From an optimization exercise on the open Yosys and OpenROAD flow, aimed at small area; shortcuts taken in it are not production practice.
The RTL was checked by simulation tests, not by an equivalence proof against the original design.
No activity file was given, so power comes from the tool's default toggle rates.

== v2 ==
==> flow/design.v <==
module mode7_stepper #(
  parameter int HACT = 640,
  parameter int VACT = 480,
  parameter int VTOT = 525
) (
  input  logic        clk,
  input  logic        reset,
  input  logic        p_tick,
  input  logic        video_on,
  input  logic [9:0]  pixel_x,
  input  logic [9:0]  pixel_y,
  input  logic [15:0] originx,
  input  logic [15:0] originy,
  input  logic [15:0] offsetx,
  input  logic [15:0] offsety,
  input  logic [23:0] scalex,
  input  logic [23:0] scaley,
  input  logic [8:0]  angle,
  input  logic [15:0] tex_mask,
  output logic [8:0]  rom_addr,
  input  logic [15:0] rom_cos,
  input  logic [15:0] rom_sin,
  output logic [15:0] tex_u,
  output logic [15:0] tex_v,
  output logic        tex_valid
);
  localparam logic [9:0] X_END  = 10'(HACT);
  localparam logic [9:0] Y_ACT  = 10'(VACT);
  localparam logic [9:0] Y_LAST = 10'(VTOT - 1);
  localparam int W  = 38;    
  localparam int WL = 19;    
  localparam int WH = W - WL;
  typedef enum logic [1:0] {IDLE, FD, FS, LINE} mode_t;
  logic        ld, line_end, arm, present;
  logic [9:0]  ny;
  assign ld       = p_tick && (pixel_x == '0) && (pixel_y == Y_ACT);
  assign line_end = p_tick && (pixel_x == X_END);
  assign ny       = (pixel_y == Y_LAST) ? 10'd0 : pixel_y + 10'd1;
  assign arm      = line_end && (ny < Y_ACT);
  logic [8:0]  ra;
  logic        dflt;
  logic [15:0] mask, ox, oy, offx, offy;
  assign rom_addr = ra;
  always_ff @(posedge clk or negedge reset) begin
    if (!reset) begin
      ra   <= '0;
      dflt <= 1'b1;
    end else if (ld) begin
      ra   <= angle;
      dflt <= 1'b0;
    end
  end
  always_ff @(posedge clk) begin
    if (ld) begin
      mask <= tex_mask;
      ox   <= originx;
      oy   <= originy;
      offx <= offsetx;
      offy <= offsety;
    end
  end
  mode_t      mode;
  logic [5:0] k;
  logic [1:0] ph;
  logic       fin, armed;
  logic [8:0] yl;    
  assign present = p_tick && video_on && armed;
  always_ff @(posedge clk or negedge reset) begin
    if (!reset) begin
      mode  <= IDLE;
      k     <= '0;
      ph    <= '0;
      fin   <= 1'b0;
      armed <= 1'b0;
    end else begin
      if (line_end) armed <= (ny < Y_ACT);
      if (ld || arm) begin
        mode <= ld ? FD : LINE;
        k    <= 6'd37;
        ph   <= '0;
        fin  <= 1'b0;
      end else if (mode != IDLE) begin
        ph <= ph + 2'd1;
        if (!fin) begin
          if (ph == 2'd3 || (ph == 2'd2 && k >= 6'd9)) begin
            ph <= (k == '0) ? 2'd1 : 2'd0;
            fin <= (k == '0);
            k   <= k - 6'd1;
          end
        end else if (ph == 2'd0) begin
          ph   <= 2'd0;
          fin  <= 1'b0;
          k    <= 6'd37;
          mode <= (mode == FD) ? FS : IDLE;
        end
      end
    end
  end
  always_ff @(posedge clk) begin
    if (line_end) yl <= ny[8:0];
  end
  logic [3:0] kc, ko;
  logic       cosb, sinb, oxb, oyb, ylb, offxb, offyb;
  assign kc    = (k >= 6'd15) ? 4'd15 : k[3:0];
  assign ko    = 4'(k - 6'd22);
  assign cosb  = rom_cos[kc];
  assign sinb  = rom_sin[kc];
  assign oxb   = (k < 6'd16) && ox[k[3:0]];
  assign oyb   = (k < 6'd16) && oy[k[3:0]];
  assign ylb   = (k < 6'd9) && yl[k[3:0]];
  assign offxb = (k >= 6'd22) && offx[ko];
  assign offyb = (k >= 6'd22) && offy[ko];
  logic line, run, hd;
  logic selA, selD, selSu, selSv, inju, injv, cinu, cinv;
  assign line = (mode == LINE);
  assign run  = (mode != IDLE);
  assign hd   = line && !dflt;
  always_comb begin
    selA  = 1'b0;
    cinu  = 1'b0;
    cinv  = 1'b0;
    selD  = present && !dflt;
    selSu = 1'b0;
    selSv = 1'b0;
    if (run && !fin) begin
      case (ph)
        2'd0: begin
          selA = 1'b1;
          cinu = hd && offxb;
          cinv = hd && offyb;
        end
        2'd1: selD = hd && !oxb;
        2'd2: begin
          selSu = line ? hd && !oyb : (mode == FD) ? cosb : !sinb;
          selSv = line ? hd && !oyb : (mode == FD) ? sinb : cosb;
        end
        default: begin
          selSu = hd && ylb;
          selSv = hd && ylb;
        end
      endcase
    end else if (run) begin
      case (ph)
        2'd1: selD = hd;
        2'd2: begin
          selSu = hd || (mode == FS);
          selSv = hd;
        end
        default: ;
      endcase
    end
  end
  assign inju = dflt && present;
  assign injv = dflt && line && !fin && (ph == 2'd3) && ylb;
  logic [WL-1:0] Aln, Bln, Al, Bl;
  logic [WH-1:0] Ahn, Bhn, Ah, Bh;
  assign Al = ~Aln;
  assign Bl = ~Bln;
  assign Ah = ~Ahn;
  assign Bh = ~Bhn;
  logic [W-1:0]  Du, Dv, Su, Sv;
  logic          cun, cvn;                
  logic          hA, hD, hSu, hSv, hiu, hiv;   
  function automatic logic [WL:0] add_lo(input logic [WL-1:0] a, input logic [WL-1:0] b,
                                         input logic ci);
    logic [WL:0]   c;
    logic [WL-1:0] s;
    c[0] = ci;
    for (int i = 0; i < WL; i++) begin
      s[i]   = a[i] ^ b[i] ^ c[i];
      c[i+1] = (a[i] & b[i]) | (a[i] & c[i]) | (b[i] & c[i]);
    end
    add_lo = {c[WL], s};
  endfunction
  function automatic logic [WH-1:0] add_hi(input logic [WH-1:0] a, input logic [WH-1:0] b,
                                           input logic ci);
    logic [WH:0]   c;
    logic [WH-1:0] s;
    c[0] = ci;
    for (int i = 0; i < WH; i++) begin
      s[i]   = a[i] ^ b[i] ^ c[i];
      c[i+1] = (a[i] & b[i]) | (a[i] & c[i]) | (b[i] & c[i]);
    end
    add_hi = s;
  endfunction
  logic [WL-1:0] xul, xvl;
  logic [WH-1:0] xuh, xvh;
  logic [WL:0]   sul, svl;    
  logic [WH-1:0] suh, svh;
  assign xul = ({WL{selA}} & Al) | ({WL{selD}} & Du[WL-1:0]) | ({WL{selSu}} & Su[WL-1:0]);
  assign xvl = ({WL{selA}} & Bl) | ({WL{selD}} & Dv[WL-1:0]) | ({WL{selSv}} & Sv[WL-1:0]);
  assign xuh = ({WH{hA}} & Ah) | ({WH{hD}} & Du[W-1:WL]) | ({WH{hSu}} & Su[W-1:WL]) |
               (WH'(hiu) << (22 - WL));
  assign xvh = ({WH{hA}} & Bh) | ({WH{hD}} & Dv[W-1:WL]) | ({WH{hSv}} & Sv[W-1:WL]) |
               (WH'(hiv) << (22 - WL));
  assign sul = add_lo(Aln, ~xul, !cinu);
  assign svl = add_lo(Bln, ~xvl, !cinv);
  assign suh = add_hi(Ahn, ~xuh, cun);
  assign svh = add_hi(Bhn, ~xvh, cvn);
  always_ff @(posedge clk) begin
    Aln <= sul[WL-1:0];
    Bln <= svl[WL-1:0];
    cun <= sul[WL];
    cvn <= svl[WL];
    Ahn <= suh;
    Bhn <= svh;
  end
  always_ff @(posedge clk) begin
    hA  <= selA;
    hD  <= selD;
    hSu <= selSu;
    hSv <= selSv;
    hiu <= inju;
    hiv <= injv;
  end
  logic wb;
  assign wb = run && fin && (ph == 2'd0);
  always_ff @(posedge clk) begin
    if (ld) begin
      Su <= W'(scalex);
      Sv <= W'(scaley);
    end else if (wb && mode == FS) begin
      Su <= {Ah, Al};
      Sv <= {Bh, Bl};
    end
    if (wb && mode == FD) begin
      Du <= {Ah, Al};
      Dv <= {Bh, Bl};
    end
  end
  always_ff @(posedge clk or negedge reset) begin
    if (!reset) begin
      tex_u     <= '0;
      tex_v     <= '0;
      tex_valid <= 1'b0;
    end else begin
      tex_valid <= present;
      if (present) begin
        tex_u <= ~suh[WH-1:WH-16] & (mask | {16{dflt}});
        tex_v <= ~svh[WH-1:WH-16] & (mask | {16{dflt}});
      end
    end
  end
endmodule
Settings: LEC_CHECK=0, CAP_MARGIN=20, CORE_MARGIN=2, CORE_UTILIZATION=70, GPL_TIMING_DRIVEN=0, SLEW_MARGIN=20, BUFFER_PORTS_ARGS=-buffer_cell sky130_fd_sc_hd__buf_1, CTS_ARGS=-sink_clustering_enable -repair_clock_nets -sink_clustering_size 16 -sink_clustering_max_diameter 60 -buf_list sky130_fd_sc_hd__clkbuf_8 -dont_use_dummy_load; clock period 14.0 ns.
standard.sh (not shown) runs the stock make flow with config.mk's settings and CLKGATE_MAP_FILE= SYNTH_SCRIPT=/design/flow/synth_recipe.tcl, a recipe that flattens the netlist after the stock synthesis.
==> flow/flow/run.sh <==
#!/bin/bash
set -e
cd "$(dirname "$0")/.."
cat >> "$FLOW_CONFIG" <<'EOC'
export BUFFER_PORTS_ARGS = -buffer_cell sky130_fd_sc_hd__buf_1
export CTS_ARGS = -sink_clustering_enable -repair_clock_nets -sink_clustering_size 16 -sink_clustering_max_diameter 60 -buf_list sky130_fd_sc_hd__clkbuf_8 -dont_use_dummy_load
EOC
bash standard.sh > standard.log 2>&1
Input-level comparison between v33 and v2:
Settings: swapping -sink_clustering_enable -repair_clock_nets -sink_clustering_size 16 -sink_clustering_max_diameter 60 -buf_list sky130_fd_sc_hd__clkbuf_8 -dont_use_dummy_load for -sink_clustering_enable -repair_clock_nets -sink_clustering_size 26 -sink_clustering_max_diameter 80 -buf_list sky130_fd_sc_hd__clkbuf_16 -dont_use_dummy_load in CTS_ARGS; swapping 70 for 40 in CORE_UTILIZATION; clearing GPL_TIMING_DRIVEN, which used to be 0.
==> flow/flow/run.sh <==
#!/bin/bash
set -e
cd "$(dirname "$0")/.."
cat >> "$FLOW_CONFIG" <<'EOC'
export BUFFER_PORTS_ARGS = -buffer_cell sky130_fd_sc_hd__buf_1
export CTS_ARGS = -sink_clustering_enable -repair_clock_nets -sink_clustering_size 26 -sink_clustering_max_diameter 80 -buf_list sky130_fd_sc_hd__clkbuf_16 -dont_use_dummy_load
EOC
bash standard.sh > standard.log 2>&1
Results
- v33 ran to completion and came out clean on the timing, DRC and antenna checks.
- | detailed router's first-iteration violation count | v33 vs v2 | 164 lower |
- The global-route usage number comes out higher for v2 vs v33.
- Comparing slack of the critical path for v2 and v33, the smaller number came from v2.
- Changes observed in v33 relative to v2: cell-internal power moved up; number of nets in the layout now smaller.
- The run showing the greater number of non-filler instances in the completed layout is v33.
For v26, these inputs were changed with respect to v33:
Settings: an added PLACE_DENSITY of 0.85; a change of CTS_ARGS from -sink_clustering_enable -repair_clock_nets -sink_clustering_size 26 -sink_clustering_max_diameter 80 -buf_list sky130_fd_sc_hd__clkbuf_16 -dont_use_dummy_load to -sink_clustering_enable -repair_clock_nets -sink_clustering_size 16 -sink_clustering_max_diameter 60 -buf_list sky130_fd_sc_hd__clkbuf_8 -dont_use_dummy_load; a change of CORE_UTILIZATION from 40 to 75.
==> flow/flow/run.sh <==
#!/bin/bash
set -e
cd "$(dirname "$0")/.."
cat >> "$FLOW_CONFIG" <<'EOC'
export BUFFER_PORTS_ARGS = -buffer_cell sky130_fd_sc_hd__buf_1
export CTS_ARGS = -sink_clustering_enable -repair_clock_nets -sink_clustering_size 16 -sink_clustering_max_diameter 60 -buf_list sky130_fd_sc_hd__clkbuf_8 -dont_use_dummy_load
EOC
bash standard.sh > standard.log 2>&1
Notes after the runs:
Area of the core was lower in v26 than in v33. Run comparison: v26 start point of the critical path rom_sin[15]; v33 start point of the critical path rom_sin[11]. What v33 reported for layout clock buffer count has to be multiplied by 1.3 to get the figure for v26. Between v33 and v26, the flow reports first-pass GRT wire length decreasing by a little under 10%.

[afterwards: timing with drivers on the ports]
How much do the figures lean on ideal ports? The routed layouts below were timed once more, with nothing changed but the port constraints. Step 1 (the two cells are an assumption about what drives the block):
set clk [get_ports {clk}]
set_driving_cell -lib_cell sky130_fd_sc_hd__clkbuf_16 $clk
set_driving_cell -lib_cell sky130_fd_sc_hd__buf_2 [delete_from_list [all_inputs] $clk]
Step 2 times the ports against the registers' clock, not the clock port: input delays grow and output delays shrink by t, the midpoint of the rising clock arrivals with the driver on. Three values: no drivers, after step 1, after step 2; two values: the first two.
run	shift t [ns]	setup WS [ns]	worst slew at a driven data input, ns
v2	0.642	1.311 / 1.334 / 0.692	0.08
v33	0.595	2.058 / 2.089 / 1.494	0.06
v26	0.615	2.038 / 2.059 / 1.444	0.07
After both steps setup and hold are still met in every run listed. For v2, which loses most, drivers alone change the setup slack by +0.023 ns; drivers and shift together by -0.619 ns.
